What follows belongs to an exercise in optimizing a design on an open flow for small area, a short achievable clock period and few clock cycles per item; a production flow would make more cautious choices. The RTL was checked by simulation tests, not by an equivalence proof against the original design. Power and IR drop assume default switching activity.

**flow/config.mk**
```make
export PLATFORM = sky130hd
export DESIGN_NAME = position_report_ascii_encoder
export DESIGN_NICKNAME = position_report_ascii_encoder
export VERILOG_FILES = /design/flow/design.v
export SDC_FILE = /design/flow/constraint.sdc
export NUM_CORES = 4
export LEC_CHECK = 0
export CAP_MARGIN = 20
export CORE_MARGIN = 2
export CORE_UTILIZATION = 40
export SLEW_MARGIN = 20
```
**flow/constraint.sdc**
```tcl
create_clock -name core_clock -period 9.0 [get_ports {clk}]
set_input_delay 1.8000 -clock core_clock [delete_from_list [all_inputs] [get_ports {clk}]]
set_output_delay 1.8000 -clock core_clock [all_outputs]
set_load 0.01 [all_outputs]
```
**flow/design.v**
```verilog
package prae_pkg;
    localparam int LatW   = 28;
    localparam int LonW   = 29;
    localparam int FixW   = 3;
    localparam int CharW  = 8;
    localparam int AddrW  = 3;
    localparam int DataW  = 32;
    localparam logic [CharW-1:0] AsciiBang  = 8'h21;
    localparam logic [CharW-1:0] AsciiDot   = 8'h2e;
    localparam logic [CharW-1:0] AsciiN     = 8'h4e;
    localparam logic [CharW-1:0] AsciiS     = 8'h53;
    localparam logic [CharW-1:0] AsciiE     = 8'h45;
    localparam logic [CharW-1:0] AsciiW     = 8'h57;
    localparam logic [CharW-1:0] AsciiNul   = 8'h00;
    localparam logic [CharW-1:0] SymTableRst = 8'd47;
    localparam logic [CharW-1:0] SymCodeRst  = 8'd62;
endpackage
module prae_dbl
(
    input  logic [51:0] a,
    input  logic        b,
    output logic [51:0] n
);
    function automatic logic [4:0] g5(input logic [4:0] x);
        g5[0] = (!x[3] && x[2] && !x[0]) || (x[3] && x[1]) || (x[4] && !x[1]) || (!x[4] && !x[2] && x[0]);
        g5[1] = (x[4] && !x[0]) || (!x[4] && !x[2] && x[0]) || (!x[4] && x[3] && x[1]) || (x[4] && x[3] && !x[1]);
        g5[2] = (!x[2] && !x[0]) || (x[3] && !x[1] && x[0]) || (!x[4] && !x[3] && x[1]);
        g5[3] = (!x[2] && x[0]) || (x[3] && x[1]) || (x[4]);
        g5[4] = (x[4] && x[1]) || (x[4] && !x[2] && x[0]);
    endfunction
    function automatic logic [4:0] g5b(input logic [3:0] x);
        g5b[0] = (!x[3] && x[0]) || (x[3] && !x[0]) || (!x[2] && x[1]);
        g5b[1] = (x[3] && !x[0]) || (!x[3] && x[1] && x[0]);
        g5b[2] = (!x[1] && !x[0]) || (!x[3] && x[2] && x[0]) || (x[3] && !x[2]);
        g5b[3] = (x[0]) || (x[3]);
        g5b[4] = (!x[1] && x[0]) || (x[3] && x[0]);
    endfunction
    function automatic logic [4:0] g10(input logic [4:0] x);
        g10[0] = (x[4] && !x[3] && !x[0]) || (!x[3] && !x[2] && x[1]) || (x[3] && !x[1] && x[0]);
        g10[1] = (x[4] && !x[3] && !x[2] && x[0]) || (x[3] && x[2] && !x[1]) || (x[2] && !x[0]) || (x[3] && !x[2] && x[1]);
        g10[2] = (!x[3] && x[1]) || (x[3] && !x[1]) || (!x[2] && x[0]) || (x[4] && !x[0]);
        g10[3] = (x[2] && x[0]) || (x[3]);
        g10[4] = (x[3] && x[2] && x[1]);
    endfunction
    function automatic logic [3:0] g6(input logic [3:0] x);
        g6[0] = (x[3] && !x[0]) || (!x[3] && !x[2] && !x[1] && x[0]) || (x[2] && x[1]);
        g6[1] = (x[3] && !x[1] && x[0]) || (!x[3] && !x[2] && x[1]) || (x[2] && !x[0]);
        g6[2] = (x[2] && x[0]) || (x[3]);
        g6[3] = (x[3] && x[1]);
    endfunction
    logic [4:0] s0, s1, s2, sho, sht, smo, sd0, sd1, sd2;
    logic [3:0] smt;
    always_comb
    begin
        s0  = g5b(a[3:0]);
        s1  = g5(a[8:4]);
        s2  = g5(a[13:9]);
        sho = g10(a[22:18]);
        sht = g10(a[27:23]);
        smo = g10(a[32:28]);
        smt = g6(a[36:33]);
        sd0 = g10(a[41:37]);
        sd1 = g10(a[46:42]);
        sd2 = g10(a[51:47]);
        n   = {sd2[2:0], sd1[4:3],
               sd1[2:0], sd0[4:3],
               sd0[2:0], smt[3:2],
               smt[1:0], smo[4:3],
               smo[2:0], sht[4:3],
               sht[2:0], sho[4:3],
               sho[2:0], a[17:16],
               a[15:14],
               s2[4:3],
               s2[2:0], s1[4:3],
               s1[2:0], s0[4:3],
               s0[2:0], b};
    end
endmodule
module prae_eng
(
    input  logic [51:0] a,
    input  logic        first,
    input  logic [4:0]  t,
    input  logic [2:0]  m,
    output logic [51:0] n
);
    function automatic logic [8:0] ini(input logic [4:0] x);
        ini[0] = (!x[4] && x[3] && x[2] && !x[1] && !x[0]) || (x[3] && x[1] && x[0]) || (!x[3] && !x[2] && !x[1]) || (x[3] && !x[2] && x[1]) || (!x[3] && !x[1] && x[0]) || (x[4] && !x[3] && x[2] && !x[0]) || (!x[4] && !x[3] && x[1] && !x[0]) || (x[4] && x[3] && x[1]) || (x[4] && !x[2] && !x[1] && x[0]) || (!x[4] && x[2] && x[1] && x[0]);
        ini[1] = (!x[3] && !x[2] && !x[1] && x[0]) || (!x[4] && !x[3] && x[1] && !x[0]) || (!x[4] && !x[3] && x[2] && x[1]) || (x[3] && !x[2] && x[1] && x[0]) || (!x[4] && x[3] && x[2] && !x[1] && !x[0]) || (x[4] && !x[3] && !x[2] && !x[1]) || (x[4] && x[3] && !x[2] && x[1]) || (x[4] && !x[3] && !x[1] && x[0]) || (!x[3] && x[2] && x[1] && !x[0]) || (x[4] && x[3] && x[1] && x[0]);
        ini[2] = (!x[4] && !x[3] && !x[2] && x[0]) || (!x[4] && !x[3] && x[2] && x[1] && !x[0]) || (!x[4] && x[3] && !x[2] && !x[1] && !x[0]) || (!x[4] && !x[2] && x[1] && x[0]) || (!x[4] && x[3] && x[2] && !x[1] && x[0]) || (x[4] && !x[3] && !x[2] && !x[0]) || (x[4] && !x[3] && x[2] && x[0]) || (x[4] && !x[2] && x[1] && !x[0]) || (x[4] && x[3] && x[2] && !x[1] && !x[0]) || (x[4] && x[2] && x[1] && x[0]);
        ini[3] = (!x[4] && !x[3] && !x[2]) || (!x[4] && !x[3] && !x[1] && x[0]) || (x[1] && !x[0]) || (!x[2] && x[0]) || (x[4] && x[3] && x[2] && !x[0]) || (x[4] && x[1]);
        ini[4] = (!x[4] && !x[3] && x[2] && !x[1] && x[0]) || (x[4] && x[3] && x[2] && !x[0]) || (!x[4] && !x[2] && x[1]) || (x[4] && x[1] && x[0]) || (x[2] && x[1] && !x[0]);
        ini[5] = (!x[4] && !x[3] && x[2] && x[0]) || (x[2] && x[1]) || (x[3] && !x[2] && !x[1] && !x[0]) || (x[4] && !x[2] && !x[1] && !x[0]);
        ini[6] = (!x[4]) || (!x[3] && !x[2] && !x[1] && !x[0]) || (x[3] && x[0]) || (x[3] && x[1]) || (x[3] && x[2]);
        ini[7] = (x[3] && x[0]) || (x[3] && x[1]) || (x[4] && !x[3] && !x[2] && !x[1] && !x[0]) || (x[3] && x[2]);
        ini[8] = (x[4] && x[3] && x[0]) || (x[4] && x[3] && x[1]) || (x[4] && x[3] && x[2]);
    endfunction
    logic [51:0] s1, s2, s3;
    logic [8:0]  i3;
    prae_dbl u_s1 (.a(a),  .b(m[2]), .n(s1));
    prae_dbl u_s2 (.a(s1), .b(m[1]), .n(s2));
    prae_dbl u_s3 (.a(s2), .b(m[0]), .n(s3));
    assign i3 = ini(t);
    assign n  = first ? {38'd0, i3[8:6], 2'd0, i3[5:3], 2'd0, i3[2:0], 1'b0} : s3;
endmodule
module prae_norm
(
    input  logic [51:0] a,
    output logic [24:0] dig
);
    function automatic logic [1:0] gp5(input logic [4:0] x);
        gp5[0] = (!x[4] && !x[2] && x[1]) || (x[4] && !x[2] && !x[0]) || (x[4] && x[2] && !x[1] && x[0]);
        gp5[1] = (x[4] && x[1]) || (x[4] && !x[2] && x[0]);
    endfunction
    function automatic logic [1:0] gp5b(input logic [3:0] x);
        gp5b[0] = (!x[3] && x[2] && x[0]) || (x[3] && !x[1] && !x[0]);
        gp5b[1] = (!x[1] && x[0]) || (x[3] && x[0]);
    endfunction
    function automatic logic [1:0] gp2(input logic [1:0] x);
        gp2[0] = (!x[1] && x[0]);
        gp2[1] = (x[1]);
    endfunction
    function automatic logic [0:0] odd2(input logic [1:0] x);
        odd2[0] = (!x[1] && x[0]);
    endfunction
    function automatic logic [1:0] gp10(input logic [4:0] x);
        gp10[0] = (x[3] && x[2] && !x[1] && x[0]);
        gp10[1] = (x[3] && x[2] && x[1]);
    endfunction
    function automatic logic [1:0] gp6(input logic [3:0] x);
        gp6[0] = (x[3] && !x[1] && x[0]);
        gp6[1] = (x[3] && x[1]);
    endfunction
    function automatic logic [3:0] fin(input logic [7:0] x);
        fin[0] = (!x[2] && x[0]) || (!x[3] && x[2] && !x[0]) || (x[3] && x[0]);
        fin[1] = (x[6] && !x[4] && !x[3] && !x[1] && !x[0]) || (x[6] && !x[5] && !x[4] && x[3] && x[1]) || (x[5] && x[4] && x[3] && x[1]) || (!x[6] && !x[5] && !x[4] && x[2] && x[0]) || (!x[6] && !x[5] && !x[4] && !x[3] && x[1]) || (x[6] && !x[4] && !x[2] && x[0]) || (!x[6] && x[4] && !x[2] && !x[1]) || (!x[7] && !x[5] && x[4] && x[2] && x[0]) || (x[6] && !x[5] && x[4] && !x[3] && x[1]) || (!x[6] && !x[5] && !x[4] && x[3] && !x[1]) || (!x[6] && x[5] && x[3] && x[1]) || (x[7] && x[4] && !x[3] && !x[1] && !x[0]) || (x[6] && !x[5] && x[4] && x[3] && !x[1]);
        fin[2] = (x[6] && !x[5] && x[2] && x[0]) || (!x[5] && !x[4] && x[3] && x[1]) || (x[5] && !x[4] && !x[3] && !x[1] && !x[0]) || (x[6] && !x[5] && x[4] && !x[3]) || (!x[5] && x[4] && x[3] && !x[1]) || (x[6] && !x[5] && !x[4] && x[1]) || (x[5] && !x[4] && !x[2] && !x[1]) || (!x[5] && x[4] && !x[3] && x[1]) || (x[6] && !x[5] && x[3] && !x[1]) || (!x[6] && x[4] && x[2] && x[0]);
        fin[3] = (x[5] && x[4] && !x[3] && !x[1] && !x[0]) || (!x[7] && x[5] && !x[4] && !x[3] && x[1]) || (x[6] && x[5] && !x[4] && x[3] && !x[1]) || (x[5] && x[4] && !x[2] && !x[1]) || (x[6] && !x[5] && x[4] && x[3] && x[1]) || (!x[7] && x[5] && !x[4] && x[2] && x[0]);
    endfunction
    function automatic logic [0:0] is9(input logic [5:0] x);
        is9[0] = (x[4] && x[3] && !x[1] && x[0]) || (x[4] && x[3] && !x[2] && x[1] && !x[0]) || (x[4] && !x[3] && x[2] && x[0]);
    endfunction
    logic [1:0] g_b0, g_b1, g_b2, g_t0, g_t1, g_ho, g_ht, g_mo, g_mt, g_d0, g_d1;
    logic c_t1, c_ho, c_ht, c_mo, c_mt, c_d0, c_d1, c_d2;
    logic [10:0] gg, pp, gn, pn;
    logic rnd, ho9;
    logic [3:0] n_d2, n_d1, n_d0, n_mt, n_mo, n_ht, n_ho;
    always_comb
    begin
        g_b0 = gp5b(a[3:0]);
        g_b1 = gp5(a[8:4]);
        g_b2 = gp5(a[13:9]);
        g_t0 = gp2(a[15:14]);
        g_t1 = gp2(a[17:16]);
        g_ho = gp10(a[22:18]);
        g_ht = gp10(a[27:23]);
        g_mo = gp10(a[32:28]);
        g_mt = gp6(a[36:33]);
        g_d0 = gp10(a[41:37]);
        g_d1 = gp10(a[46:42]);
        gg = {g_d1[1], g_d0[1], g_mt[1], g_mo[1], g_ht[1], g_ho[1], g_t1[1], g_t0[1], g_b2[1], g_b1[1], g_b0[1]};
        pp = {g_d1[0], g_d0[0], g_mt[0], g_mo[0], g_ht[0], g_ho[0], g_t1[0], g_t0[0], g_b2[0], g_b1[0], 1'b0};
        for (int d = 1; d < 11; d = d * 2)
        begin
            gn = gg;
            pn = pp;
            for (int i = d; i < 11; i++)
            begin
                gn[i] = gg[i] || (pp[i] && gg[i-d]);
                pn[i] = pp[i] && pp[i-d];
            end
            gg = gn;
            pp = pn;
        end
        c_t1 = gg[3];
        c_ho = gg[4];
        c_ht = gg[5];
        c_mo = gg[6];
        c_mt = gg[7];
        c_d0 = gg[8];
        c_d1 = gg[9];
        c_d2 = gg[10];
        rnd  = odd2(a[17:16]) ^ c_t1;
        ho9  = is9({a[22:18], c_ho});
        n_d2 = fin({1'b0, a[51:47], 1'b0, c_d2});
        n_d1 = fin({1'b0, a[46:42], 1'b0, c_d1});
        n_d0 = fin({1'b0, a[41:37], 1'b0, c_d0});
        n_mt = fin({2'b10, a[36:33], 1'b0, c_mt});
        n_mo = fin({1'b0, a[32:28], 1'b0, c_mo});
        n_ht = fin({1'b0, a[27:23], c_ht && rnd && ho9, c_ht ^ (rnd && ho9)});
        n_ho = fin({1'b0, a[22:18], c_ho && rnd, c_ho ^ rnd});
        dig  = {n_d2[1:0], n_d1, n_d0, n_mt[2:0], n_mo, n_ht, n_ho};
    end
endmodule
import prae_pkg::*;
module position_report_ascii_encoder
(
    input  logic              clk,
    input  logic              rst_n,
    input  logic              pos_valid,
    output logic              pos_ready,
    input  logic signed [LatW-1:0] pos_lat_micro,
    input  logic signed [LonW-1:0] pos_lon_micro,
    input  logic [FixW-1:0]   pos_fix_level,
    output logic              rpt_valid,
    input  logic              rpt_ready,
    output logic [CharW-1:0]  rpt_out_char,
    output logic              rpt_last_char,
    output logic              rpt_pos_invalid,
    input  logic              psel,
    input  logic              penable,
    input  logic              pwrite,
    input  logic [AddrW-1:0]  paddr,
    input  logic [DataW-1:0]  pwdata,
    output logic [DataW-1:0]  prdata,
    output logic              pready
);
    logic [CharW-1:0] sym_table_reg;
    logic [CharW-1:0] sym_code_reg;
    logic [CharW-1:0] prdata_reg;
    assign pready = 1'b1;
    always_ff @(posedge clk or negedge rst_n)
    begin
        if (!rst_n)
        begin
            sym_table_reg <= SymTableRst;
            sym_code_reg  <= SymCodeRst;
        end
        else if (psel && penable && pwrite)
        begin
            if (paddr[2])
                sym_code_reg  <= pwdata[CharW-1:0];
            else
                sym_table_reg <= pwdata[CharW-1:0];
        end
    end
    always_ff @(posedge clk)
    begin
        prdata_reg <= paddr[2] ? sym_code_reg : sym_table_reg;
    end
    assign prdata = {{(DataW-CharW){1'b0}}, prdata_reg};
    logic             known_q;      
    logic             inv_q;        
    logic             lat_done;     
    logic             lat_hold;     
    logic             lon_pend;     
    logic             lon_hold;     
    logic [LonW-1:0]  lon_raw;
    logic [3:0]       cnt;          
    logic             src;          
    logic             post;         
    logic [6:0]       lat_ipf;      
    logic [4:0]       pf;           
    logic [51:0]      work;
    logic [22:0]      lat_dsp;      
    logic [24:0]      lon_dsp;      
    logic             vld;
    logic             cur_inv;
    logic [4:0]       nb;           
    logic [CharW-1:0] out_reg;
    logic             last_reg;
    logic             cur_slat, cur_slon;
    logic             nxt_full, nxt_inv, nxt_slat, nxt_slon;
    logic             pins_inv;
    logic             acc_now;
    logic             take;
    logic             cur_free;
    logic             lat_ok, lon_ok, go, go_src, step, fin;
    assign pins_inv = (pos_fix_level == '0)
                      || (pos_lat_micro == '0 && pos_lon_micro == '0);
    assign pos_ready = known_q && !nxt_full && (inv_q || (lat_done && !lon_pend));
    assign acc_now   = pos_valid && pos_ready;
    assign take      = vld && rpt_ready;
    assign cur_free  = !vld || (take && last_reg);
    assign lat_ok = known_q && !inv_q && !lat_done && !lat_hold;
    assign lon_ok = lon_pend && !lon_hold;
    assign go     = (cnt == 4'd0) && (lat_ok || lon_ok);
    assign go_src = lon_ok;
    assign step   = go || (cnt != 4'd0);
    assign fin    = (cnt == 4'd8);
    always_ff @(posedge clk or negedge rst_n)
    begin
        if (!rst_n)
        begin
            known_q  <= 1'b0;
            lat_done <= 1'b0;
            lat_hold <= 1'b0;
            lon_pend <= 1'b0;
            lon_hold <= 1'b0;
            cnt      <= '0;
            src      <= 1'b0;
            post     <= 1'b0;
        end
        else
        begin
            known_q <= pos_valid && !acc_now;
            post    <= fin;
            if (acc_now)
                lat_done <= 1'b0;
            else if (fin && !src)
                lat_done <= 1'b1;
            if (fin && !src)
                lat_hold <= 1'b1;
            else if (take && nb == 5'd7)
                lat_hold <= 1'b0;
            if (acc_now && !inv_q)
                lon_pend <= 1'b1;
            else if (fin && src)
                lon_pend <= 1'b0;
            if (fin && src)
                lon_hold <= 1'b1;
            else if (take && nb == 5'd17)
                lon_hold <= 1'b0;
            if (step)
                cnt <= fin ? 4'd0 : cnt + 4'd1;
            if (go)
                src <= go_src;
        end
    end
    always_ff @(posedge clk)
    begin
        inv_q <= pins_inv;
        if (acc_now && !inv_q)
            lon_raw <= pos_lon_micro;
    end
    logic [LonW-1:0] lat_sx;
    logic [LonW-1:0] src_v;
    logic            src_n;
    assign lat_sx = LonW'(pos_lat_micro);
    assign src_n  = go ? go_src : src;
    assign src_v  = src_n ? lon_raw : lat_sx;
    function automatic logic [4:0] pick(input logic [LonW-1:0] v, input logic [3:0] j);
        logic [4:0] r;
        r[4] = v[LonW-1];
        case (j)
            4'd0:    r[3:0] = {|v[20:0], v[23:21]};
            4'd1:    r[3:0] = {|v[17:0], v[20:18]};
            4'd2:    r[3:0] = {|v[14:0], v[17:15]};
            4'd3:    r[3:0] = {|v[11:0], v[14:12]};
            4'd4:    r[3:0] = {|v[8:0],  v[11:9]};
            4'd5:    r[3:0] = {|v[5:0],  v[8:6]};
            4'd6:    r[3:0] = {|v[2:0],  v[5:3]};
            default: r[3:0] = {1'b0,     v[2:0]};
        endcase
        pick = r;
    endfunction
    function automatic logic [4:0] mag(input logic [6:0] p);
        logic [4:0] m;
        logic       below;
        below = p[5];
        for (int i = 0; i < 5; i++)
        begin
            m[i]  = p[i] ^ (p[6] && below);
            below = below || p[i];
        end
        mag = m;
    endfunction
    always_ff @(posedge clk)
    begin
        lat_ipf <= {lat_sx[LonW-1], |lat_sx[23:0], lat_sx[28:24]};
        pf      <= pick(src_v, cnt);
    end
    logic [4:0]  ini_t, grp_m;
    logic [51:0] eng_n;
    logic [24:0] norm;
    assign ini_t = go_src ? mag({lon_raw[LonW-1], |lon_raw[23:0], lon_raw[28:24]})
                          : mag(lat_ipf);
    assign grp_m = mag({pf[4:3], 2'b00, pf[2:0]});
    prae_eng u_eng (
        .a     (work),
        .first (cnt == 4'd0),
        .t     (ini_t),
        .m     (grp_m[2:0]),
        .n     (eng_n)
    );
    prae_norm u_norm (.a(work), .dig(norm));
    always_ff @(posedge clk)
    begin
        work <= eng_n;
        if (post && !src)
            lat_dsp <= norm[22:0];
        if (post && src)
            lon_dsp <= norm;
    end
    logic [3:0]       ddig;
    logic [CharW-1:0] nchar;
    always_comb
    begin
        case (nb)
            5'd1:    ddig = lat_dsp[22:19];
            5'd2:    ddig = lat_dsp[18:15];
            5'd3:    ddig = {1'b0, lat_dsp[14:12]};
            5'd4:    ddig = lat_dsp[11:8];
            5'd6:    ddig = lat_dsp[7:4];
            5'd7:    ddig = lat_dsp[3:0];
            5'd10:   ddig = {2'b00, lon_dsp[24:23]};
            5'd11:   ddig = lon_dsp[22:19];
            5'd12:   ddig = lon_dsp[18:15];
            5'd13:   ddig = {1'b0, lon_dsp[14:12]};
            5'd14:   ddig = lon_dsp[11:8];
            5'd16:   ddig = lon_dsp[7:4];
            default: ddig = lon_dsp[3:0];
        endcase
        case (nb)
            5'd1, 5'd2, 5'd3, 5'd4, 5'd6, 5'd7,
            5'd10, 5'd11, 5'd12, 5'd13, 5'd14, 5'd16, 5'd17:
                nchar = {4'h3, ddig};
            5'd5, 5'd15:
                nchar = AsciiDot;
            5'd8:
                nchar = cur_slat ? AsciiS : AsciiN;
            5'd9:
                nchar = sym_table_reg;
            5'd18:
                nchar = cur_slon ? AsciiW : AsciiE;
            default:
                nchar = sym_code_reg;
        endcase
    end
    logic load_now;
    assign load_now = nxt_full || (acc_now && inv_q);
    always_ff @(posedge clk or negedge rst_n)
    begin
        if (!rst_n)
        begin
            vld      <= 1'b0;
            nxt_full <= 1'b0;
        end
        else
        begin
            if (cur_free)
            begin
                vld      <= load_now;
                nxt_full <= acc_now && (nxt_full || !inv_q);
            end
            else if (acc_now)
            begin
                nxt_full <= 1'b1;
            end
        end
    end
    always_ff @(posedge clk)
    begin
        if (cur_free)
        begin
            nb       <= 5'd1;
            cur_inv  <= nxt_full ? nxt_inv : 1'b1;
            cur_slat <= nxt_slat;
            cur_slon <= nxt_slon;
            out_reg  <= (!nxt_full || nxt_inv) ? AsciiNul : AsciiBang;
            last_reg <= !nxt_full || nxt_inv;
        end
        else if (take)
        begin
            nb       <= nb + 5'd1;
            out_reg  <= nchar;
            last_reg <= (nb == 5'd19);
        end
        if (acc_now)
        begin
            nxt_inv  <= inv_q;
            nxt_slat <= pos_lat_micro[LatW-1];
            nxt_slon <= pos_lon_micro[LonW-1];
        end
    end
    assign rpt_valid       = vld;
    assign rpt_out_char    = out_reg;
    assign rpt_last_char   = last_reg;
    assign rpt_pos_invalid = cur_inv;
endmodule
```
**flow/flow/run.sh**
```bash
#!/bin/bash
set -euo pipefail
bash standard.sh SETUP_SLACK_MARGIN=6.5 finish > orfs_flow.log 2>&1
```
**flow/standard.sh**
```bash
#!/bin/bash
# synth_recipe.tcl (not shown) runs the flow's synth.tcl, then flattens the netlist and writes it again
# the make line also repeats each setting of config.mk as NAME=value (left out here)
make -C /OpenROAD-flow-scripts/flow DESIGN_CONFIG=/design/flow/config.mk WORK_HOME=/design/flow/orfs CLKGATE_MAP_FILE= SYNTH_SCRIPT=/design/flow/synth_recipe.tcl "${@:-finish}"
```
==> flow_summary.ini, run 1 <==
[flow_run]
drv_cap = 0

[cells_and_area]
n_antenna_cell = 0
nNetsFinal = 1597
final_common_cell = nand2_1
area_growth_pct = 27.2
final_layout_size_suffix_gt1_share_pct = 25.0
largest_reg_flops = 52
utilization_pct = 51.9
final_cell_mix = nand2_1 (126), edfxtp_1 (92), a21oi_1 (90)
reg_top3 = work: 52 flops, lon_raw: 29 flops, lon_dsp: 25 flops
final_cell_area_um2 = 15500
regMostFlops = work

[critical_path]
critPathRequiredTime_ps = 9300
reg2reg_from = work[0]
r2r_cells = 12
r2r_end = lat_dsp[7]
worstSetupStartpoint = pos_lat_micro[17]
critPathLaunchType = input port
worst-path-max-fanout = 2
crit_type = input port to flip-flop
arrival_ps = 3450
cp-end-kind = flip-flop
rrSetupSlack_ps = 6320

[clocking]
clkLatencyLatePin_ps = 450
htreeDepth = 4
ctsLongestPathBuffers = 2
cts_tree = yes
cts.sinks = 197
cts_hold_buf = 0
cts_buffers = 17
clk_pin_slew_ps = 80
cts_root_buf = clkbuf_16

[sta]
drv_slew = 0
post-route-min-period_ps = 3150
hold_viol_final = 0
relSlewSlack_pct = 57.3
clock.fmax_mhz = 317
worst_slack_ps = 5850
finalCritPeriodShare_pct = 35.0
fin_skew_ps = 17.2
setup_viol = 0
tightestPinTransition_ps = 635
rsz0062_at_grt = true
setup_tns_ps = 0

[drt]
dr.pass1.iters = 8
routed_wl_mm = 31.9
drc_errors = 0
routedWlPerCell_um = 17.1
vias = 10734
drt_iter0_drc = 939
vias_per_cell = 5.76
postRouteAntennaNets = 0

[placed_design]
hpwl_mm = 21.9
portBuffers = 95
gp_congestion = 0.889
placed_area_um2 = 13400
post-place-ws_ps = 5040

[pwr]
power.internal_uw = 2790
power.total_uw = 5060
power.share.clock_pct = 15.4
peakVddDrop_mv = 0.253
power_density_nw_per_um2 = 327
seq_power_share_pct = 30.6
switchingPower_uw = 2270
sw_frac_of_total_pct = 44.9
p_comb_share_pct = 54.0
power_leakage_uw = 0.00588

[die]
placementRows = 63
die_w_um = 178
ios = 147
initial_core_util_pct = 40.8
fp.coreArea_um2 = 29800
fp.dieH_um = 178
fp.dieArea_um2 = 31800

[global_route]
grt_max_degree = 50
overflow = 0
first_global_vias = 9772
grt_util_all_layers_pct = 19.2
antenna_found_initial = 0
grt_pass1_wl_mm = 49.3

[yosys]
syn_inst = 1346
ys_async_sr_fraction_pct = 14.7
ys_ff_latch = 197
ys.flop_type = edfxtp_1
ys_warn_count = 4
syn_area_um2 = 12200
synth_area_leader_cell = edfxtp_1
synth_area_leaders = edfxtp_1 (23%), dfxtp_1 (13%), nand2_1 (4.3%)
synth_top_area_share_pct = 22.7
yosysUniqueCellTypes = 99
ys_seq_area_share_pct = 41.3
avgSynthCellArea_um2 = 9.03
synth_enable_flop_cells = 92

[hold_path]
hold_depth = 0
hp-start = nxt_slon
min_path_type = flip-flop to flip-flop
whs_endpoint = cur_slon

[status]
status = no timing/DRC/antenna violations
## layer usage
metal  track usage [%]  part of all wire, %  wire length (µm)  vias up
met5                 0                    0                 0        -
met4              5.18                  1.6               521        0
met3              2.60                  4.8              1540       41
met2              32.7                   49             15500      297
met1              25.6                   45             14300     5191
li1                  -                    -                 -     5205
## power by group through the flow
stage	clock (µW)	combinational (µW)	sequential (µW)
final	777	2730	1550
after global routing	829	3060	1590
after CTS	794	2560	1520
after detailed placement	0	2420	1530
after global placement	0	2370	1520
after floorplan	0	2040	1360
## area by class of cell
cell class                      instances  area [µm²]
Fill cell                            2686       14300
Clock buffer                           17         425
Multi-Input combinational cell       1020        7520
Timing Repair Buffer                  159        1500
Sequential cell                       197        5090
Tap cell                              390         488
Inverter                               66         260
Clock inverter                         15         179
## metrics by stage
step	hold slack, ps	std cells
floorplan	400	1369
global placement	403	1772
detailed placement	407	1772
CTS	427	1840
global route	439	1864
finish	425	1864
## synthesized netlist by cell type, drive strengths merged, types with 20 or more instances
| master | number |
|---|---|
| ha | 34 |
| edfxtp | 92 |
| o21ai | 79 |
| nand2 | 140 |
| inv | 65 |
| a22oi | 20 |
| a31oi | 30 |
| nor3 | 38 |
| dfxtp | 76 |
| xnor2 | 26 |
| mux2 | 29 |
| nand2b | 36 |
| mux2i | 30 |
| clkbuf | 41 |
| o22ai | 22 |
| nor2b | 28 |
| nor2 | 97 |
| a21oi | 103 |
| nand3 | 48 |
| buf | 47 |
## worst max-delay path by stage
stage          slack (ps)  endpoint
2_1_floorplan        5650     pf[3]
3_3_place_gp         5010     pf[3]
3_5_place_dp         5040     pf[3]
4_1_cts              5790     pf[3]
5_1_grt              5810     pf[3]
6_report             5850     pf[3]
## worst max-delay path: stages
cell	delay [ps]
buf_6	90
or3_4	380
or4_4	440
nor2_2	90
a31oi_1	60
a221oi_2	280
nor4_1	90
o21ai_1	130
o31ai_1	90
## cells by family (layout without fill, tap and decap cells)
kind of cell / Yosys count / count (layout) / synth area share, %
simple gates: 475 / 476 / 19.6
compound gates: 390 / 390 / 22.0
flops: 197 / 197 / 41.3
buf+inv: 154 / 257 / 5.74
mux: 59 / 60 / 5.16
fa+ha+maj: 35 / 35 / 3.58
xor+xnor: 34 / 34 / 2.51
other cells: 2 / 25 / 0.0618
## what timing repair did
item / in CTS / in global routing
buffers inserted: 35 / 22
resized for setup: 216 / 156
gates cloned: 1 / 2
setup endpoints to repair: 168 / 97
pin swaps: 42 / 69
endpoints found under the hold margin: 0 / 0
Testbench counts, summed over its fixed seeds: cycles 17,649, reports 960.
==> inputs of run 2 (changes only) <==
==> flow/flow/run.sh (replaced) <==
#!/bin/bash
set -euo pipefail
bash standard.sh SETUP_SLACK_MARGIN=6.0 finish > orfs_flow.log 2>&1
--- a/flow/config.mk
+++ b/flow/config.mk
@@ -9,3 +9,3 @@
 export CORE_MARGIN = 2
-export CORE_UTILIZATION = 40
+export CORE_UTILIZATION = 60
 export SLEW_MARGIN = 20
==> run 2 against run 1 <==
  * Still clean
  * Non-clock buffer count decreased by 30
  * Area after synthesis is the same
  * Synthesized cell count did not move
  * Largest power group unchanged
==> flow_summary.ini, run 2 <==
[status]
status = no timing/DRC/antenna violations

[cells_and_area]
final_cell_mix = nand2_1 (135), a21oi_1 (97), nor2_1 (95)
n_antenna_cell = 0
reg_top3 = work: 52 flops, lon_raw: 29 flops, lon_dsp: 25 flops
regArea_um2 = 5040
regMostFlops = work
fillCellCount = 1587
area_growth_pct = 16.7
largest_reg_flops = 52
final_common_cell = nand2_1
nNetsFinal = 1566
multi_input_area_um2 = 6760
final_layout_size_suffix_gt1_share_pct = 13.4

[yosys]
syn_area_um2 = 12200
yosysUniqueCellTypes = 99
synth_enable_flop_cells = 92
synth_most_common_cell = nand2_1
ys_warn_count = 4
netlist_top_cells_count = nand2_1 (138), a21oi_1 (99), nor2_1 (97), edfxtp_1 (92), dfxtp_1 (76)
synth_area_leaders = edfxtp_1 (23%), dfxtp_1 (13%), nand2_1 (4.3%)
synth_top_area_share_pct = 22.7
syn_inst = 1346
avgSynthCellArea_um2 = 9.03
synth_area_leader_cell = edfxtp_1
ys_seq_area_share_pct = 41.3
ys_ff_latch = 197
ys.flop_type = edfxtp_1
ys_async_sr_fraction_pct = 14.7

[critical_path]
critPathLaunchType = input port
arrival_ps = 3560
rrSetupSlack_ps = 6100
reg2reg_from = work[0]
worst-path-max-fanout = 2
slowest_delay_ps = 550
slowest_stage = or4_4
crit_type = input port to flip-flop
r2r_cells = 13
cp-end-kind = flip-flop
path_cells = clkdlybuf4s50_1 -> or4_4 -> nor2_2 -> a31oi_1 -> a221oi_2 -> nor4_2 -> o21ai_1 -> o31ai_1
critPathRequiredTime_ps = 9320
r2r_end = lon_dsp[7]

[clocking]
cts_buffers = 17
clk_pin_slew_ps = 80
cts_root_buf = clkbuf_16
cts_tree = yes
clkLatencyLatePin_ps = 440
ctsLongestPathBuffers = 2
cts.sinks = 197
htreeDepth = 4

[sta]
rsz0062_at_grt = true
hold_viol_final = 0
setup_viol = 0
post-route-min-period_ps = 3240
setup_tns_ps = 0
fin_skew_ps = 12.6
finalCritPeriodShare_pct = 36.0
relSlewSlack_pct = 46.1
clock.fmax_mhz = 308
worst_slack_ps = 5760
tightestPinTransition_ps = 808
drv_slew = 0

[die]
initial_core_util_pct = 60.6
placementRows = 52
fp.dieArea_um2 = 21400
fp.dieH_um = 146
ios = 147
die_w_um = 146
fp.coreArea_um2 = 20000

[flow_run]
drv_cap = 0

[drt]
routedWlPerCell_um = 16.9
postRouteAntennaNets = 0
drc_errors = 0
routed_wl_mm = 29.0
vias = 10548
vias_per_cell = 6.16
dr.pass1.iters = 6
drt_iter0_drc = 808

[placed_design]
post-place-ws_ps = 5010
portBuffers = 95
gp_congestion = 0.906
hpwl_mm = 20.8

[hold_path]
whs_endpoint = cur_slat
min_path_type = flip-flop to flip-flop
hp-start = nxt_slat
hold_depth = 0

[global_route]
first_global_vias = 9642
grt_max_degree = 37
grt_util_all_layers_pct = 26.7
antenna_found_initial = 0
grt_pass1_wl_mm = 47.1
overflow = 0

[pwr]
power_density_nw_per_um2 = 340
sw_frac_of_total_pct = 44.2
power.internal_uw = 2690
power.share.clock_pct = 16.1
seq_power_share_pct = 31.4
peakVddDrop_mv = 0.295
power_leakage_uw = 0.00536
p_comb_share_pct = 52.6
switchingPower_uw = 2130
## run 2: changes by cell type in the layout (fill, tap and decap cells not counted), moves of 11 or more
cell	previous run	this run
o21ai_0	50	66
dfxtp_1	43	66
dlymetal6s2s_1	23	3
dfxtp_2	24	9
buf_6	15	4
buf_2	18	2
dlygate4sd2_1	8	19
clkdlybuf4s50_1	37	68
buf_4	50	32
## run 2: worst max-delay path by stage
stage	slack, ps	to	from	depth (start not counted)
after floorplan	5650	pf[3]	pos_lat_micro[15]	8
after global placement	5050	pf[3]	pos_lat_micro[15]	9
after detailed placement	5010	pf[3]	pos_lat_micro[15]	9
after CTS	5740	pf[3]	pos_lat_micro[17]	9
after global routing	5710	pf[3]	pos_lat_micro[19]	8
final	5760	pf[3]	pos_lat_micro[19]	8
## run 2: layout make-up
cell class / instances / area share [%]
multi-input combinational: 1019 / 47.6
clock inverter: 15 / 1.29
inverter: 66 / 1.77
clock buffer: 17 / 3.00
timing repair buffer: 129 / 8.39
sequential: 197 / 35.5
tap: 270 / 2.38
## run 2: logic make-up after synthesis
logic type,share of synthesized area [%]
fa+ha+maj,3.58
simple gates,19.6
mux,5.16
other cells,0.0618
buf+inv,5.74
flops,41.3
compound gates,22.0
xor+xnor,2.51
## run 2: worst max-delay path: cells and delay by family
kind	cells	cell delay (ps)
compound gates	4	560
buf+inv	1	450
simple gates	3	740
## run 2: timing repair
action                     4_1_cts  5_1_grt
cloned                           1        0
setup endpoints to repair      103       65
gates resized for setup         56       46
pin swaps                        9       16
hold buffers                     0        0
setup buffers                   13       16
## run 2: metrics by stage
step                      cells  utilization, %  power (µW)  instance area, µm²  hold slack (ps)
after CTS                  1697            69.2        4660               13900              436
after detailed placement   1651            65.5        3870               13100              418
final                      1713            70.8        4820               14200              431
after floorplan            1369               -        3340               12200              400
after global placement     1651            65.5        3810               13100              413
after global routing       1713            70.8        5240               14200              436
## run 2: layer usage
metal	track usage, %	vias up	wire length, µm
li1	-	5135	-
met1	35.8	5013	12600
met2	45.8	355	14400
met3	3.44	45	1520
met4	7.67	0	442
met5	0	-	0
## run 2: power by group through the flow
stage / sequential, µW / combinational, µW / clock (µW)
3_5_place_dp: 1510 / 2360 / 0
5_1_grt: 1550 / 2870 / 823
2_1_floorplan: 1350 / 1990 / 0
3_3_place_gp: 1510 / 2300 / 0
4_1_cts: 1500 / 2380 / 783
6_report: 1510 / 2530 / 774
==> inputs of run 3 (changes only) <==
==> flow/flow/run.sh (replaced) <==
#!/bin/bash
set -euo pipefail
bash standard.sh SETUP_SLACK_MARGIN=6.0 "BUFFER_PORTS_ARGS=-buffer_cell sky130_fd_sc_hd__buf_2" finish > orfs_flow.log 2>&1
--- a/flow/config.mk
+++ b/flow/config.mk
@@ -9,3 +9,3 @@
 export CORE_MARGIN = 2
-export CORE_UTILIZATION = 60
+export CORE_UTILIZATION = 40
 export SLEW_MARGIN = 20
==> run 3 against run 2 <==
  * Clock power increased by 2%
  * Largest power group unchanged
  * Setup slack better by 94 ps
  * Design area shrank 3.3%
  * Routed wire length rose by 2.5%
  * Core utilization fell by 25 points
  * Cell count increased by 6.1%
  * Non-clock buffer count is 15 lower
  * Register-to-register slack better by 30 ps
  * Still clean
==> flow_summary.ini, run 3 <==
[yosys]
netlist_top_cells_count = nand2_1 (138), a21oi_1 (99), nor2_1 (97), edfxtp_1 (92), dfxtp_1 (76)
synth_top_area_share_pct = 22.7
syn_area_um2 = 12200
synth_enable_flop_cells = 92
synth_area_leader_cell = edfxtp_1
ys_warn_count = 4
ys_async_sr_fraction_pct = 14.7
syn_inst = 1346
ys_ff_latch = 197
synth_area_leaders = edfxtp_1 (23%), dfxtp_1 (13%), nand2_1 (4.3%)
ys_seq_area_share_pct = 41.3
ys.flop_type = edfxtp_1
yosysUniqueCellTypes = 99
avgSynthCellArea_um2 = 9.03
synth_most_common_cell = nand2_1

[drt]
vias_per_cell = 5.70
drt_iter0_drc = 839
drc_errors = 0
routed_wl_mm = 29.7
vias = 10355
dr.pass1.iters = 7
postRouteAntennaNets = 0
routedWlPerCell_um = 16.3

[cells_and_area]
area_growth_pct = 12.9
fillCellCount = 2869
multi_input_area_um2 = 6700
regArea_um2 = 5040
reg_top3 = work: 52 flops, lon_raw: 29 flops, lon_dsp: 25 flops
largest_reg_flops = 52
final_cell_mix = nand2_1 (135), a21oi_1 (96), nor2_1 (95), buf_2 (95), edfxtp_1 (92)
nNetsFinal = 1550
regMostFlops = work
stdcell_count = 1818
final_common_cell = nand2_1
final_layout_size_suffix_gt1_share_pct = 18.6

[placed_design]
portBuffers = 95
numPlacedInstances = 1770
hpwl_mm = 21.6
gp_congestion = 0.900
post-place-ws_ps = 5360

[clocking]
clk_pin_slew_ps = 80
cts.sinks = 197
cts_buffers = 17
ctsLongestPathBuffers = 2
cts_tree = yes
cts_hold_buf = 0
cts_root_buf = clkbuf_16
htreeDepth = 4
clkLatencyLatePin_ps = 460

[pwr]
peakVddDrop_mv = 0.190
power_leakage_uw = 0.00521
power_density_nw_per_um2 = 343
power.total_uw = 4710

[sta]
whs_ps = 446
hold_viol_final = 0
relSlewSlack_pct = 31.3
setup_viol = 0
finalCritPeriodShare_pct = 35.0
tightestPinTransition_ps = 1030
setup_tns_ps = 0
worst_slack_ps = 5850
drv_slew = 0
clock.fmax_mhz = 318
fin_skew_ps = 23.6
rsz0062_at_grt = true
post-route-min-period_ps = 3150

[critical_path]
reg2reg_from = work[0]
slowest_stage = dfrtp_1
worst-path-max-fanout = 2
slowest_delay_ps = 410
crit_type = flip-flop to output port
worstSetupStartpoint = lon_pend
cp-end-kind = output port
critPathRequiredTime_ps = 7200
r2r_cells = 12
cp_top_family = flip-flops
path_buf_inv = 2
critPathLaunchType = flip-flop
r2r_end = lat_dsp[7]
path_cells = inv_2 -> a21oi_2 -> nor3b_2 -> buf_2
rrSetupSlack_ps = 6130
arrival_ps = 1350

[hold_path]
whs_endpoint = cur_slat
hp-start = nxt_slat
hold_depth = 0
min_path_type = flip-flop to flip-flop

[global_route]
grt_max_degree = 51
grt_pass1_wl_mm = 47.7
overflow = 0
grt_busiest_layer = met2
use_met3_pct = 3.05
met2_usage_pct = 31.3
met1_usage_pct = 24.8
antenna_found_initial = 0
first_global_vias = 9576
grt_util_all_layers_pct = 18.7

[status]
status = no timing/DRC/antenna violations

[die]
die_w_um = 178
fp.dieH_um = 178
fp.coreArea_um2 = 29800
initial_core_util_pct = 40.8
fp.dieArea_um2 = 31800
placementRows = 63
ios = 147

[flow_run]
drv_cap = 0
-- run 3: cell type report --
class                      count  share of cell area [%]
tap                          390                    3.56
antenna                        1                  0.0182
multi-input combinational   1018                    48.9
clock inverter                14                    1.17
inverter                      66                    1.83
timing repair buffer         114                    4.53
sequential                   197                    36.7
clock buffer                  18                    3.28
-- run 3: routing by layer --
layer  up-vias  wire [µm]
li1       5110          -
met2       262      14200
met3        33       1240
met1      4950      13800
met4         0        464
met5         -          0
-- run 3: power by group --
group | leakage [µW] | total, µW | switching (µW) | internal (µW)
sequential | 0.00183 | 1510 | 304 | 1210
combinational | 0.00308 | 2410 | 1420 | 992
clock | 0.000302 | 793 | 396 | 396
total | 0.00521 | 4710 | 2120 | 2590
-- run 3: worst max-delay path by stage --
stage	endpoint	slack, ps	depth (start not counted)
floorplan	pf[3]	5650	8
global placement	pf[3]	5380	9
detailed placement	pf[3]	5360	9
CTS	pos_ready	5840	4
global route	pos_ready	5760	4
finish	pos_ready	5850	4
-- run 3: metrics by stage --
stage	util [%]	cell area, µm²
final	46.0	13700
after global routing	46.0	13700
after CTS	45.3	13500
after detailed placement	43.0	12800
after global placement	43.0	12800
after floorplan	-	12200
-- run 3: kinds of logic after synthesis --
family,share of synthesized area (%)
flip-flops,41.3
buffers and inverters,5.74
AO/OA/AOI/OAI,22.0
multiplexers,5.16
AND/OR/NAND/NOR,19.6
XOR/XNOR,2.51
other,0.0618
adder cells (fa/ha/maj),3.58
-- run 3: timing repair --
action,4_1_cts,5_1_grt
gates cloned,0,0
setup endpoints to repair,38,46
setup buffers,5,10
pin swaps,5,7
gates resized for setup,19,33
==> inputs of run 4 (changes only) <==
--- a/flow/config.mk
+++ b/flow/config.mk
@@ -7,2 +7,3 @@
 export LEC_CHECK = 0
+export ABC_CLOCK_PERIOD_IN_PS = 3000
 export CAP_MARGIN = 20
==> run 4 against run 3 <==
  * Still clean on timing, DRC and antenna
  * Clock-buffer cell count unchanged
  * Design area stayed put
  * Clock power about the same
  * Routed wire length is the same
  * Sequential share of layout area unchanged
  * Critical path type unchanged
  * Largest power group unchanged
==> flow_summary.ini, run 4 <==
[status]
status = no timing/DRC/antenna violations

[drt]
routed_wl_mm = 29.7
drt_iter0_drc = 839
routedWlPerCell_um = 16.3
vias = 10355
drc_errors = 0
postRouteAntennaNets = 0
dr.pass1.iters = 7
vias_per_cell = 5.70

[cells_and_area]
final_layout_size_suffix_gt1_share_pct = 18.6
area_growth_pct = 12.9
largest_reg_flops = 52
regMostFlops = work
final_cell_mix = nand2_1 (135), a21oi_1 (96), nor2_1 (95), buf_2 (95), edfxtp_1 (92)
reg_top3 = work: 52 flops, lon_raw: 29 flops, lon_dsp: 25 flops
final_common_cell = nand2_1
utilization_pct = 46.0
nNetsFinal = 1550

[pwr]
switchingPower_uw = 2120
power_leakage_uw = 0.00521
sw_frac_of_total_pct = 44.9
p_comb_share_pct = 51.1
power.internal_uw = 2590
power_density_nw_per_um2 = 343
peakVddDrop_mv = 0.190
seq_power_share_pct = 32.1
power.share.clock_pct = 16.8

[clocking]
htreeDepth = 4
cts.sinks = 197
ctsLongestPathBuffers = 2
cts_tree = yes
cts_buffers = 17
clk_pin_slew_ps = 80
cts_root_buf = clkbuf_16
clkLatencyLatePin_ps = 460

[yosys]
ys.flop_type = edfxtp_1
ys_warn_count = 4
synth_top_area_share_pct = 22.7
synth_area_leaders = edfxtp_1 (23%), dfxtp_1 (13%), nand2_1 (4.3%)
synth_enable_flop_cells = 92
yosysUniqueCellTypes = 99
netlist_top_cells_count = nand2_1 (138), a21oi_1 (99), nor2_1 (97), edfxtp_1 (92), dfxtp_1 (76)
synth_area_leader_cell = edfxtp_1
syn_area_um2 = 12200
avgSynthCellArea_um2 = 9.03
syn_inst = 1346
synth_most_common_cell = nand2_1
ys_seq_area_share_pct = 41.3
ys_async_sr_fraction_pct = 14.7
ys_ff_latch = 197

[critical_path]
crit_type = flip-flop to output port
critPathLaunchType = flip-flop
slowest_stage = dfrtp_1
cp-end-kind = output port
path_cells = inv_2 -> a21oi_2 -> nor3b_2 -> buf_2
slowest_delay_ps = 410
critPathRequiredTime_ps = 7200
worst-path-max-fanout = 2
arrival_ps = 1350

[placed_design]
hpwl_mm = 21.6
gp_congestion = 0.900
post-place-ws_ps = 5360
portBuffers = 95

[sta]
hold_viol_final = 0
worst_slack_ps = 5850
relSlewSlack_pct = 31.3
drv_slew = 0
finalCritPeriodShare_pct = 35.0
fin_skew_ps = 23.6
rsz0062_at_grt = true
post-route-min-period_ps = 3150
clock.fmax_mhz = 318
setup_viol = 0
tightestPinTransition_ps = 1030
setup_tns_ps = 0

[die]
placementRows = 63
fp.dieArea_um2 = 31800
fp.coreArea_um2 = 29800
ios = 147
die_w_um = 178
fp.dieH_um = 178
initial_core_util_pct = 40.8

[global_route]
grt_max_degree = 51
first_global_vias = 9576
overflow = 0
grt_util_all_layers_pct = 18.7
grt_pass1_wl_mm = 47.7
antenna_found_initial = 0

[flow_run]
drv_cap = 0

[hold_path]
min_path_type = flip-flop to flip-flop
run 4: critical path, delay by kind of cell, from the launching register on:
family	cells	cell delay, ps
buffers and inverters	2	240
DFF	1	410
and+or+nand+nor	1	190
AOI/OAI and AO/OA	1	50
run 4: layout make-up:
| cell class | instances | area (µm²) |
|---|---|---|
| antenna | 1 | 2.50 |
| fill | 2869 | 16100 |
| clock buffer | 18 | 450 |
| clock inverter | 14 | 160 |
| inverter | 66 | 251 |
| tap | 390 | 488 |
| timing repair buffer | 114 | 622 |
| multi-input combinational | 1018 | 6700 |
| sequential | 197 | 5040 |
run 4: path summary, 6_finish.rpt:
| check | end | slack [ps] | from | depth (start not counted) |
|---|---|---|---|---|
| worst min-delay path | cur_slat | 450 | nxt_slat | 0 |
| max in group asynchronous | vld | 7170 | rst_n | 1 |
| worst max-delay path | pos_ready | 5850 | lon_pend | 4 |
| worst max register to register | lat_dsp[7] | 6130 | work[0] | 12 |
| min in group asynchronous | sym_code_reg[7] | 1370 | rst_n | 1 |
| worst min register to register | cur_slat | 450 | nxt_slat | 0 |
run 4: cells by family (layout without fill, tap and decap cells):
logic type                 Yosys count  count (layout)  share of synthesized area (%)
adders and majority gates           35              35                           3.58
xor gates and xnor gates            34              34                           2.51
buffers and inverters              154             212                           5.74
other                                2              26                         0.0618
DFF                                197             197                           41.3
and+or+nand+nor                    475             475                           19.6
AOI/OAI and AO/OA                  390             390                           22.0
muxes                               59              59                           5.16
run 4: metrics by stage:
step | power (µW) | instance area, µm² | cells | hold slack [ps]
finish | 4710 | 13700 | 1818 | 446
global route | 5130 | 13700 | 1817 | 457
CTS | 4690 | 13500 | 1807 | 447
detailed placement | 3860 | 12800 | 1770 | 422
global placement | 3790 | 12800 | 1770 | 402
floorplan | 3340 | 12200 | 1369 | 400
run 4: per-layer routing:
| layer | GRT usage [%] | share of wire [%] | vias to the layer above |
|---|---|---|---|
| li1 | - | - | 5110 |
| met2 | 31.3 | 48 | 262 |
| met5 | 0 | 0 | - |
| met1 | 24.8 | 46 | 4950 |
| met3 | 3.05 | 4.2 | 33 |
| met4 | 5.52 | 1.6 | 0 |
run 4: power groups by stage:
| stage | clock network [µW] | logic (µW) | registers, µW |
|---|---|---|---|
| 4_1_cts | 808 | 2380 | 1500 |
| 5_1_grt | 840 | 2740 | 1550 |
| 6_report | 793 | 2410 | 1510 |
| 3_3_place_gp | 0 | 2280 | 1510 |
| 2_1_floorplan | 0 | 1990 | 1350 |
| 3_5_place_dp | 0 | 2340 | 1520 |
run 4: what timing repair did:
action	4_1_cts	5_1_grt
gates resized for setup	19	33
pin swaps	5	7
gates cloned	0	0
buffers inserted	5	10
hold buffers	0	0
endpoints found under the hold margin	0	0
endpoints found under the setup margin	38	46
==> inputs of run 5 (changes only) <==
--- a/flow/config.mk
+++ b/flow/config.mk
@@ -7,3 +7,2 @@
 export LEC_CHECK = 0
-export ABC_CLOCK_PERIOD_IN_PS = 3000
 export CAP_MARGIN = 20
@@ -11,2 +10,3 @@
 export CORE_UTILIZATION = 40
+export CTS_BUF_LIST = sky130_fd_sc_hd__clkbuf_8
 export SLEW_MARGIN = 20
==> run 5 against run 4 <==
  * Clock power shrank 22%
  * Via count shrank 0.37%
  * Routed wire length shrank 0.25%
  * First-iteration DRC count grew 6.9%
  * Clock skew shrank 1.1 ps
  * Critical endpoint unchanged
  * Critical path type unchanged
  * Critical path depth is the same
  * Sequential power is essentially flat
==> flow_summary.ini, run 5 <==
[status]
status = no timing/DRC/antenna violations

[sta]
tightestPinTransition_ps = 1040
setup_viol = 0
rsz0062_at_grt = true
clock.fmax_mhz = 314
relSlewSlack_pct = 30.9
hold_viol_final = 0
post-route-min-period_ps = 3180
drv_slew = 0
fin_skew_ps = 22.5
setup_tns_ps = 0
finalCritPeriodShare_pct = 35.3

[critical_path]
cp-end-kind = output port
arrival_ps = 1380
crit_type = flip-flop to output port
reg2reg_from = work[0]
r2r_cells = 12
r2r_end = lat_dsp[7]
worst-path-max-fanout = 2
critPathLaunchType = flip-flop
rrSetupSlack_ps = 6120
critPathRequiredTime_ps = 7200

[yosys]
synth_area_leader_cell = edfxtp_1
ys_async_sr_fraction_pct = 14.7
ys_ff_latch = 197
yosysUniqueCellTypes = 99
avgSynthCellArea_um2 = 9.03
ys.flop_type = edfxtp_1
ys_seq_area_share_pct = 41.3
synth_area_leaders = edfxtp_1 (23%), dfxtp_1 (13%), nand2_1 (4.3%)
synthAdderAreaFrac_pct = 3.58
synth_top_area_share_pct = 22.7
synth_simple_gate_area_share_pct = 19.6
netlist_top_cells_count = nand2_1 (138), a21oi_1 (99), nor2_1 (97), edfxtp_1 (92), dfxtp_1 (76)
synth-xor-area-share_pct = 2.51
ys_warn_count = 4
muxShareOfSynthArea_pct = 5.16
synth_enable_flop_cells = 92
synth_top_family_by_area = compound AO/OA/AOI/OAI gates
syn_area_um2 = 12200
syn_inst = 1346
synth_compound_area_share_pct = 22.0
synth_most_common_cell = nand2_1

[flow_run]
drv_cap = 0

[cells_and_area]
final_cell_mix = nand2_1 (135), a21oi_1 (96), nor2_1 (95), buf_2 (95), edfxtp_1 (92)
largest_reg_flops = 52
n_antenna_cell = 0
final_cell_area_um2 = 13500
reg_top3 = work: 52 flops, lon_raw: 29 flops, lon_dsp: 25 flops
final_layout_size_suffix_gt1_share_pct = 18.6
nNetsFinal = 1551
area_growth_pct = 11.2
final_common_cell = nand2_1
regMostFlops = work
fillCellCount = 2884

[placed_design]
portBuffers = 95
placed_area_um2 = 12800
hpwl_mm = 21.6
gp_congestion = 0.900

[hold_path]
whs_endpoint = cur_slat
hp-start = nxt_slat
hold_depth = 0
min_path_type = flip-flop to flip-flop

[clocking]
clk_pin_slew_ps = 120
htreeDepth = 4
clkLatencyLatePin_ps = 490
cts_root_buf = clkbuf_8
cts_hold_buf = 0
ctsLongestPathBuffers = 2
cts.sinks = 197
cts_buffers = 17
cts_tree = yes

[die]
fp.dieArea_um2 = 31800
die_w_um = 178
placementRows = 63
fp.dieH_um = 178
initial_core_util_pct = 40.8
fp.coreArea_um2 = 29800
ios = 147

[drt]
vias = 10317
vias_per_cell = 5.67
routed.top_layer = met4
drc_errors = 0
wl_met2_mm = 14.1
postRouteAntennaNets = 0
dr.pass1.iters = 6
wl_met3_mm = 1.20
drt_iter0_drc = 897
routed_wl_mm = 29.6
met1_length_mm = 14.0
routedWlPerCell_um = 16.3

[global_route]
grt_pass1_wl_mm = 47.6
first_global_vias = 9550
overflow = 0
grt_util_all_layers_pct = 18.6
grt_max_degree = 51
antenna_found_initial = 0

[pwr]
power_leakage_uw = 0.00512
power_density_nw_per_um2 = 335
peakVddDrop_mv = 0.192
[run 5: logic make-up after synthesis]
logic type,count (synthesis)
fa+ha+maj,35
compound gates,390
buf+inv,154
flops,197
simple gates,475
xor+xnor,34
mux,59
other cells,2
[run 5: worst max-delay path by stage]
stage                           end              start  depth (start not counted)
after floorplan               pf[3]  pos_lat_micro[15]                          8
after global placement        pf[3]  pos_lat_micro[15]                          9
after detailed placement      pf[3]  pos_lat_micro[15]                          9
after CTS                 pos_ready           lon_pend                          4
after global routing      pos_ready           lon_pend                          4
final                     pos_ready           lon_pend                          4
[run 5: area by class of cell]
class	count	area, µm²	share of cell area [%]
Inverter	66	251	1.86
Tap cell	390	488	3.61
Clock inverter	15	190	1.41
Sequential cell	197	5040	37.3
Multi-Input combinational cell	1018	6680	49.4
Clock buffer	17	234	1.73
Timing Repair Buffer	115	629	4.66
[run 5: what timing repair did]
action,in CTS,in global routing
endpoints found under the setup margin,38,47
gates resized for setup,19,30
pin swaps,4,8
setup buffers,6,10
[run 5: where the power goes]
part / switching, µW / leakage, µW / internal, µW
clock network: 373 / 0.000216 / 244
logic: 1410 / 0.00308 / 993
registers: 303 / 0.00183 / 1210
[run 5: metal layers]
layer	vias to the layer above	global-route usage, %
li1	5109	-
met1	4929	24.9
met2	256	31.3
met3	23	2.86
met4	0	4.95
met5	-	0
[run 5: through the flow]
step	instances	utilization [%]	hold WS (ps)	total power (µW)	worst slack, ps
3_5_place_dp	1770	43.0	422	3860	5360
6_report	1818	45.3	455	4530	5820
3_3_place_gp	1770	43.0	402	3790	5380
2_1_floorplan	1369	-	400	3340	5650
5_1_grt	1818	45.3	466	4950	5680
4_1_cts	1808	44.7	462	4510	5760
[run 5: critical path, cell delays in order, from the launching register on]
cell	delay (ps)
dfrtp_1	420
inv_2	70
a21oi_2	50
nor3b_2	190
buf_2	160
==> inputs of run 6 (changes only) <==
--- a/flow/config.mk
+++ b/flow/config.mk
@@ -7,6 +7,5 @@
 export LEC_CHECK = 0
-export CAP_MARGIN = 20
+export CAP_MARGIN = 5
 export CORE_MARGIN = 2
 export CORE_UTILIZATION = 40
-export CTS_BUF_LIST = sky130_fd_sc_hd__clkbuf_8
-export SLEW_MARGIN = 20
+export SLEW_MARGIN = 5
==> run 6 against run 5 <==
  * Setup slack improved by 32 ps
  * Highest routed layer unchanged
  * Area after synthesis stayed put
  * Cell count unchanged
  * Core utilization is 0.69 points higher
  * Routed wire length is 0.25% higher
  * Still clean
  * Sequential power about the same
  * Via count grew 0.37%
  * Register-to-register slack barely moved
  * Synthesized cell count is the same
  * Sequential share of layout area decreased by 0.57 points
  * Combinational power barely moved
  * Global-route usage up 0.076 points
==> flow_summary.ini, run 6 <==
[critical_path]
r2r_cells = 12
worstSetupEndpoint = pos_ready
reg2reg_from = work[0]
r2r_end = lat_dsp[7]
rrSetupSlack_ps = 6130
worst-path-max-fanout = 2
crit_type = flip-flop to output port
critPathRequiredTime_ps = 7200
worstSetupStartpoint = lon_pend
arrival_ps = 1350
critPathLaunchType = flip-flop
cp-end-kind = output port

[global_route]
grt_max_degree = 51
grt_pass1_wl_mm = 47.7
overflow = 0
first_global_vias = 9576
antenna_found_initial = 0
grt_util_all_layers_pct = 18.7

[drt]
dr.pass1.iters = 7
drc_errors = 0
vias_per_cell = 5.70
postRouteAntennaNets = 0
drt_iter0_drc = 839
routedWlPerCell_um = 16.3
vias = 10355
routed_wl_mm = 29.7

[sta]
fin_skew_ps = 23.6
setup_viol = 0
hold_viol_final = 0
rsz0062_at_grt = true
clock.fmax_mhz = 318
whs_ps = 446
tightestPinTransition_ps = 1030
worst_slack_ps = 5850
drv_slew = 0
finalCritPeriodShare_pct = 35.0
post-route-min-period_ps = 3150
relSlewSlack_pct = 31.3
setup_tns_ps = 0

[clocking]
htreeDepth = 4
cts.sinks = 197
ctsLongestPathBuffers = 2
clk_pin_slew_ps = 80
clkLatencyLatePin_ps = 460
cts_tree = yes
cts_root_buf = clkbuf_16
cts_buffers = 17

[yosys]
ys_warn_count = 4
ys_ff_latch = 197
syn_area_um2 = 12200
synth_top_family_by_area = compound AO/OA/AOI/OAI gates
synthAdderAreaFrac_pct = 3.58
synth_area_leader_cell = edfxtp_1
synth_enable_flop_cells = 92
synth_compound_area_share_pct = 22.0
netlist_top_cells_count = nand2_1 (138), a21oi_1 (99), nor2_1 (97), edfxtp_1 (92), dfxtp_1 (76)
syn_inst = 1346
synth_area_leaders = edfxtp_1 (23%), dfxtp_1 (13%), nand2_1 (4.3%)
avgSynthCellArea_um2 = 9.03
ys_seq_area_share_pct = 41.3
yosysUniqueCellTypes = 99
ys.flop_type = edfxtp_1
muxShareOfSynthArea_pct = 5.16
ys_async_sr_fraction_pct = 14.7
synth_top_area_share_pct = 22.7
synth_most_common_cell = nand2_1
synth-xor-area-share_pct = 2.51
synth_simple_gate_area_share_pct = 19.6

[cells_and_area]
final_common_cell = nand2_1
fillCellCount = 2869
final_layout_size_suffix_gt1_share_pct = 18.6
stdcell_count = 1818
area_growth_pct = 12.9
nNetsFinal = 1550
final_cell_mix = nand2_1 (135), a21oi_1 (96), nor2_1 (95), buf_2 (95), edfxtp_1 (92)
regMostFlops = work
regArea_um2 = 5040
multi_input_area_um2 = 6700
largest_reg_flops = 52
reg_top3 = work: 52 flops, lon_raw: 29 flops, lon_dsp: 25 flops

[status]
status = no timing/DRC/antenna violations

[pwr]
power_leakage_uw = 0.00521
power_density_nw_per_um2 = 343
power.total_uw = 4710
peakVddDrop_mv = 0.190

[die]
fp.dieH_um = 178
fp.coreArea_um2 = 29800
initial_core_util_pct = 40.8
die_w_um = 178
placementRows = 63
ios = 147
fp.dieArea_um2 = 31800

[placed_design]
hpwl_mm = 21.6
gp_congestion = 0.900
portBuffers = 95
post-place-ws_ps = 5360
numPlacedInstances = 1770

[hold_path]
min_path_type = flip-flop to flip-flop

[flow_run]
drv_cap = 0
## run 6: cell counts after synthesis
Identical to the previous run, type by type.
## run 6: through the flow
| stage | util (%) | cell area [µm²] |
|---|---|---|
| final | 46.0 | 13700 |
| after global routing | 46.0 | 13700 |
| after CTS | 45.3 | 13500 |
| after detailed placement | 43.0 | 12800 |
| after global placement | 43.0 | 12800 |
| after floorplan | - | 12200 |
## run 6: worst min path at each step
stage                     startpoint       end  slack, ps  cells past startpoint
after CTS                   nxt_slon  cur_slon        450                      0
after global placement      nxt_slon  cur_slon        400                      0
after detailed placement    nxt_slon  cur_slon        420                      0
after floorplan             nxt_slat  cur_slat        400                      0
final                       nxt_slat  cur_slat        450                      0
after global routing        nxt_slat  cur_slat        460                      0
## run 6: logic make-up (layout without fill, tap and decap cells)
group | after synthesis | in the layout
other cells | 2 | 26
xor+xnor | 34 | 34
fa+ha+maj | 35 | 35
mux | 59 | 59
simple gates | 475 | 475
compound gates | 390 | 390
buf+inv | 154 | 212
flops | 197 | 197
## run 6: layout make-up
| type | instances | area share, % |
|---|---|---|
| multi-input combinational | 1018 | 48.9 |
| sequential | 197 | 36.7 |
| timing repair buffer | 114 | 4.53 |
| tap | 390 | 3.56 |
| clock buffer | 18 | 3.28 |
| inverter | 66 | 1.83 |
| clock inverter | 14 | 1.17 |
| antenna | 1 | 0.0182 |
## run 6: critical path, cell delays in order (launching register included)
cell and delay [ps]:
dfrtp_1 410, inv_2 80, a21oi_2 50, nor3b_2 190, buf_2 160
## run 6: metal layers
| layer | vias up | global-route usage, % | part of all wire, % |
|---|---|---|---|
| li1 | 5110 | - | - |
| met1 | 4950 | 24.8 | 46 |
| met2 | 262 | 31.3 | 48 |
| met3 | 33 | 3.05 | 4.2 |
| met4 | 0 | 5.52 | 1.6 |
| met5 | - | 0 | 0 |
## run 6: where the power goes
group	internal (µW)	total [µW]	leakage, µW	switching (µW)
clock network	396	793	0.000302	396
logic	992	2410	0.00308	1420
registers	1210	1510	0.00183	304
total	2590	4710	0.00521	2120
## run 6: repair_timing
item | CTS | global route
endpoints found under the setup margin | 38 | 46
buffers inserted | 5 | 10
resized for setup | 19 | 33
pin swaps | 5 | 7
hold buffers | 0 | 0
==> inputs of run 7 (changes only) <==
==> flow/flow/run.sh (replaced) <==
#!/bin/bash
set -euo pipefail
bash standard.sh SETUP_SLACK_MARGIN=6.5 "BUFFER_PORTS_ARGS=-buffer_cell sky130_fd_sc_hd__buf_2" finish > orfs_flow.log 2>&1
--- a/flow/config.mk
+++ b/flow/config.mk
@@ -7,5 +7,5 @@
 export LEC_CHECK = 0
-export CAP_MARGIN = 5
+export CAP_MARGIN = 20
 export CORE_MARGIN = 2
 export CORE_UTILIZATION = 40
-export SLEW_MARGIN = 5
+export SLEW_MARGIN = 20
==> run 7 against run 6 <==
  * Sequential share of layout area fell by 2.5 points
  * Sequential cell count is the same
  * Setup slack gained 5.3 ps
  * Clock-buffer cell count increased by 2
  * Global-route usage increased by 0.18 points
  * Critical path type unchanged
==> flow_summary.ini, run 7 <==
[status]
status = no timing/DRC/antenna violations

[cells_and_area]
largest_reg_flops = 52
area_growth_pct = 22.2
n_antenna_cell = 0
final_cell_mix = nand2_1 (127), edfxtp_1 (92), a21oi_1 (91)
utilization_pct = 49.8
nNetsFinal = 1601
fillCellCount = 2751
reg_top3 = work: 52 flops, lon_raw: 29 flops, lon_dsp: 25 flops
regArea_um2 = 5090
multi_input_area_um2 = 7330
final_layout_size_suffix_gt1_share_pct = 28.7
regMostFlops = work
final_common_cell = nand2_1

[yosys]
synth_most_common_cell = nand2_1
yosysUniqueCellTypes = 99
synth_top_area_share_pct = 22.7
ys.flop_type = edfxtp_1
syn_area_um2 = 12200
ys_async_sr_fraction_pct = 14.7
avgSynthCellArea_um2 = 9.03
ys_ff_latch = 197
ys_seq_area_share_pct = 41.3
syn_inst = 1346
ys_warn_count = 4
synth_area_leader_cell = edfxtp_1
synth_area_leaders = edfxtp_1 (23%), dfxtp_1 (13%), nand2_1 (4.3%)
netlist_top_cells_count = nand2_1 (138), a21oi_1 (99), nor2_1 (97), edfxtp_1 (92), dfxtp_1 (76)
synth_enable_flop_cells = 92

[pwr]
power.internal_uw = 2810
power_density_nw_per_um2 = 338
p_comb_share_pct = 53.9
power.share.clock_pct = 15.2
peakVddDrop_mv = 0.247
seq_power_share_pct = 30.9
power_leakage_uw = 0.00563
switchingPower_uw = 2210
sw_frac_of_total_pct = 44.0
power.total_uw = 5010

[sta]
tightestPinTransition_ps = 667
fin_skew_ps = 15.3
clock.fmax_mhz = 318
worst_slack_ps = 5860
drv_slew = 0
relSlewSlack_pct = 55.5
post-route-min-period_ps = 3140
rsz0062_at_grt = true
setup_viol = 0
hold_viol_final = 0
setup_tns_ps = 0
whs_ps = 423
finalCritPeriodShare_pct = 34.9

[die]
fp.dieArea_um2 = 31800
fp.dieH_um = 178
placementRows = 63
die_w_um = 178
ios = 147
fp.coreArea_um2 = 29800
initial_core_util_pct = 40.8

[placed_design]
portBuffers = 95
post-place-ws_ps = 5340
hpwl_mm = 21.7
gp_congestion = 0.899

[drt]
vias_per_cell = 5.69
routedWlPerCell_um = 16.7
postRouteAntennaNets = 0
routed_wl_mm = 31.3
drt_iter0_drc = 840
dr.pass1.iters = 8
drc_errors = 0
vias = 10622

[clocking]
htreeDepth = 4
ctsLongestPathBuffers = 2
cts_hold_buf = 0
cts_tree = yes
cts_root_buf = clkbuf_16
clk_pin_slew_ps = 80
clkLatencyLatePin_ps = 440
cts.sinks = 197
cts_buffers = 17

[global_route]
grt_busiest_layer = met2
use_met3_pct = 2.81
first_global_vias = 9642
grt_util_all_layers_pct = 18.9
grt_pass1_wl_mm = 48.3
met1_usage_pct = 25.6
antenna_found_initial = 0
overflow = 0
grt_max_degree = 51
met2_usage_pct = 31.4

[critical_path]
cp-end-kind = output port
worst-path-max-fanout = 7
arrival_ps = 1340
critPathRequiredTime_ps = 7200
critPathLaunchType = flip-flop
crit_type = flip-flop to output port

[hold_path]
min_path_type = flip-flop to flip-flop

[flow_run]
drv_cap = 0
run 7: critical path, stage by stage (launching register included):
cell     delay (ps)
dfxtp_2         480
a21oi_2          80
nor3b_4         180
buf_2           160
run 7: per-layer routing:
layer | vias up | share of wire (%)
li1 | 5200 | -
met1 | 5066 | 45
met2 | 327 | 49
met3 | 29 | 5.0
met4 | 0 | 0.97
met5 | - | 0
run 7: worst paths after layout:
path	slack, ps	cells after the start	start	to
setup / recovery	5860	3	inv_q	pos_ready
hold / removal	420	0	nxt_slat	cur_slat
setup reg to reg	6200	8	cnt[2]	pf[0]
hold reg to reg	420	0	nxt_slat	cur_slat
max in group asynchronous	7140	1	rst_n	vld
min in group asynchronous	1390	1	rst_n	sym_table_reg[6]
run 7: logic make-up after synthesis:
| logic type | count (synthesis) | share of synthesized area [%] |
|---|---|---|
| buffers and inverters | 154 | 5.74 |
| adder cells (fa/ha/maj) | 35 | 3.58 |
| multiplexers | 59 | 5.16 |
| other | 2 | 0.0618 |
| AND/OR/NAND/NOR | 475 | 19.6 |
| XOR/XNOR | 34 | 2.51 |
| flip-flops | 197 | 41.3 |
| AO/OA/AOI/OAI | 390 | 22.0 |
run 7: layout make-up:
| class | instances | area share (%) |
|---|---|---|
| well taps | 390 | 3.29 |
| flip-flops and latches | 197 | 34.3 |
| inverters | 66 | 1.75 |
| clock buffers | 20 | 3.18 |
| multi-input cells | 1019 | 49.4 |
| repair buffers | 164 | 7.40 |
| clock inverters | 12 | 0.767 |
run 7: power groups by stage:
stage               Clock [µW]  Combinational, µW  Sequential, µW
floorplan                    0               2040            1360
global placement             0               2330            1520
detailed placement           0               2380            1520
CTS                        777               2520            1520
global route               812               3020            1590
finish                     761               2700            1550
run 7: per-stage QoR:
step                      std cells  cell area (µm²)
after global routing           1868            14800
final                          1868            14800
after global placement         1770            13000
after CTS                      1835            14200
after detailed placement       1770            13000
after floorplan                1369            12400
run 7: timing repair:
| action | in CTS | in global routing |
|---|---|---|
| gates resized for setup | 104 | 97 |
| pin swaps | 30 | 45 |
| setup endpoints to repair | 140 | 121 |
| setup buffers | 33 | 32 |
| gates cloned | 0 | 1 |

Check on run 7: ideal ports give 5.857 ns setup slack; a clkbuf_16 on the clock port and buf_2 on the inputs give 5.809 ns; moving port delays by the midpoint clock arrival (0.484 ns) as well gives 5.389 ns.
